What follows belongs to an exercise in optimizing a design on an open flow for small area, a short achievable clock period and few clock cycles; a production flow would make more cautious choices.
The RTL was checked by simulation tests, not by an equivalence proof against the original design.
Power is estimated from default activity; no workload was simulated.

Design adc_scan_block_averager_core, start of the top module:
module adc_scan_block_averager_core #(
  parameter int MAX_SLOTS = 8,
  parameter int CODE_BITS = 12
) (
  input  logic        clk,
  input  logic        rst_n,
  input  logic        in_valid,
  output logic        in_ready,
  input  logic [1:0]  in_opcode,
  input  logic [11:0] in_adc_code,
  output logic        out_valid,
  input  logic        out_ready,
  output logic [1:0]  out_kind,
  output logic [2:0]  out_slot,
  output logic [2:0]  out_chan,
  output logic [11:0] out_avg_code,
  output logic [27:0] out_microvolts,
  output logic        out_last,
  input  logic        cfg_we,
  input  logic [2:0]  cfg_index,
  input  logic [23:0] cfg_wdata
);
  localparam int ROWS = 2;
  localparam int NS   = 12 / ROWS;
  logic [3:0]  sc_r;
  logic [2:0]  nm1;       
  logic [23:0] map_r;
  logic [7:0]  flen_r;
  logic [7:0]  f1_r;      
  logic [7:0]  f2_r;      
  logic [7:0]  rn_r;
  logic [23:0] scale_r;
  logic [25:0] s3_r;      
  always_ff @(posedge clk) begin
    if (!rst_n) begin
      sc_r    <= 4'd2;
      nm1     <= 3'd1;
      map_r   <= 24'd60;
      flen_r  <= 8'd10;
      f1_r    <= 8'd9;
      f2_r    <= 8'd8;
      rn_r    <= 8'd20;
      scale_r <= 24'd156250;
    end else if (cfg_we) begin
      case (cfg_index)
        3'd0: begin
  ...
clock: 7.0 ns
lec_check: 0
cap_margin: 20
core_margin: 2
core_utilization: 50
cts_cluster_diameter: 80
cts_cluster_size: 30
setup_slack_margin: 2.0
slew_margin: 20
run.sh (not shown) runs the stock make flow with config.mk's settings and CLKGATE_MAP_FILE= SYNTH_SCRIPT=/design/flow/synth_recipe.tcl, a recipe that flattens the netlist after the stock synthesis.
The baseline completed with no timing, DRC or antenna violations.
Testbench counts at the start, summed over its fixed seeds: cycles 9,084.
Change:
- CTS_CLUSTER_SIZE: 30 -> 24
Worst setup slack gains 0.021 ns.
Power decreases by 0.37%.
Wire length barely changes.
Clock skew decreases by 0.019 ns.
Change:
- CTS_CLUSTER_DIAMETER: 80 -> unset
- CTS_CLUSTER_SIZE: 24 -> unset
The changed run passed the timing, DRC and antenna checks.
Via count went up by 0.99%.
Design area is higher by 3.1%.
Clock-buffer cell count rose by 67.
First-iteration DRC count came out higher by 5.8%.
Worst setup slack gets worse by 0.017 ns.
Final cell count goes up by 1.8%.
Total power rises by 18%.
Sequential share of layout area decreases by 1.3 points.
Change:
- CTS_CLUSTER_DIAMETER: unset -> 80
- CTS_CLUSTER_SIZE: unset -> 24
- SETUP_SLACK_MARGIN: 2.0 -> 1.8
The changed run completed with no timing, DRC or antenna violations.
Area after synthesis is unchanged.
Sequential cell count is unchanged.
Count of clock-buffer cells in the layout falls by 64.
Sequential share of layout area rises by 1.4 points.

Starting RTL as in the previous note.
Design adc_scan_block_averager_core, start of the top module:
module adc_scan_block_averager_core #(
  parameter int MAX_SLOTS = 8,
  parameter int CODE_BITS = 12
) (
  input  logic        clk,
  input  logic        rst_n,
  input  logic        in_valid,
  output logic        in_ready,
  input  logic [1:0]  in_opcode,
  input  logic [11:0] in_adc_code,
  output logic        out_valid,
  input  logic        out_ready,
  output logic [1:0]  out_kind,
  output logic [2:0]  out_slot,
  output logic [2:0]  out_chan,
  output logic [11:0] out_avg_code,
  output logic [27:0] out_microvolts,
  output logic        out_last,
  input  logic        cfg_we,
  input  logic [2:0]  cfg_index,
  input  logic [23:0] cfg_wdata
);
Settings: LEC_CHECK=0, ABC_AREA=1, CAP_MARGIN=20, CORE_MARGIN=2, CORE_UTILIZATION=50, CTS_CLUSTER_DIAMETER=80, CTS_CLUSTER_SIZE=24, SETUP_SLACK_MARGIN=2.4, SLEW_MARGIN=20; clock period 7.0 ns.
Testbench counts at the start, summed over its fixed seeds: cycles 9,084.
Next try:
--- a/flow/config.mk
+++ b/flow/config.mk
@@ -8 +7,0 @@
-export ABC_AREA = 1
@@ -12,3 +11,3 @@
-export CTS_CLUSTER_DIAMETER = 80
-export CTS_CLUSTER_SIZE = 24
-export SETUP_SLACK_MARGIN = 2.4
+export CTS_BUF_LIST = sky130_fd_sc_hd__clkbuf_8
+export CTS_CLUSTER_SIZE = 20
+export SETUP_SLACK_MARGIN = 2.0
=> Sequential cell count does not change; die area hardly moves; cell area increases by 0.55%; maximum frequency decreases by 2.8%; total power grows by 11%; via count came out lower by 9.9%.
Next try:
--- a/flow/config.mk
+++ b/flow/config.mk
@@ -8 +8 @@
-export CAP_MARGIN = 20
+export CAP_MARGIN = 10
@@ -11,2 +11,2 @@
-export CTS_BUF_LIST = sky130_fd_sc_hd__clkbuf_8
-export CTS_CLUSTER_SIZE = 20
+export CTS_CLUSTER_DIAMETER = 80
+export CTS_CLUSTER_SIZE = 24
@@ -14 +14 @@
-export SLEW_MARGIN = 20
+export SLEW_MARGIN = 10
Result:
- The new run ran to the end with no violations
- combinational power fell by about 1%
- worst setup slack gets better by 0.049 ns
- maximum frequency increases by 1.0%
- final area fell by 2.9%
- via count is lower by 2.6%
- routed wire length decreases by 1.6%
- flip-flop and latch count is unchanged
- non-clock buffer count drops by 2
- worst hold slack improves by 0.014 ns
- core utilization is lower by 1.7 points
- clock skew decreases by 0.0065 ns
Next try:
--- a/flow/config.mk
+++ b/flow/config.mk
@@ -8 +8 @@
-export CAP_MARGIN = 10
+export CAP_MARGIN = 20
@@ -13,2 +13,2 @@
-export SETUP_SLACK_MARGIN = 2.0
-export SLEW_MARGIN = 10
+export SETUP_SLACK_MARGIN = 2.2
+export SLEW_MARGIN = 20
Global-route usage climbs by 0.16 points.
Total power climbs by a few percent.
Clock-buffer cell count climbs by 4.
Clock power climbs by a few percent.
Combinational power climbs slightly.
Register-to-register slack is better by 0.03 ns.
Synthesized area does not change.
Final area climbs slightly.

[afterwards: timing with drivers on the ports]
The results above use ideal ports. As a check the final layouts listed here were re-extracted and re-timed, cells and wires unchanged. Step 1: set_driving_cell puts a clkbuf_16 on clk and a buf_2 on each other input, an assumption about the parent block. Step 2 also shifts input and output timing later by t, the mid clock arrival at the registers, as if the neighbouring blocks saw the same clock. Slacks: no drivers / after step 1 / after step 2; pairs: no drivers / after step 1.
run | shift t [ns] | setup WS [ns] | hold WS [ns]
the first run of note 1 | 0.692 | 2.095 / 2.070 / 1.555 | 0.419 / 0.419 / 0.419
the second run of note 1 | 0.692 | 2.117 / 2.094 / 1.508 | 0.418 / 0.418 / 0.418
the third run of note 1 | 0.718 | 2.100 / 2.057 / 1.520 | 0.415 / 0.415 / 0.415
the fourth run of note 1 | 0.684 | 1.906 / 1.900 / 1.487 | 0.417 / 0.417 / 0.417
the first run of note 2 | 0.714 | 2.205 / 2.133 / 2.032 | 0.404 / 0.404 / 0.404
the second run of note 2 | 0.879 | 2.065 / 1.995 / 1.532 | 0.400 / 0.400 / 0.400
the third run of note 2 | 0.684 | 2.115 / 2.051 / 1.554 | 0.414 / 0.414 / 0.414
the fourth run of note 2 | 0.691 | 2.162 / 2.162 / 1.686 | 0.419 / 0.419 / 0.419
After both steps every run listed still meets setup and hold. The setup slack of the second run of note 1, which loses most, moves by -0.023 ns with the drivers and by -0.609 ns with both steps.
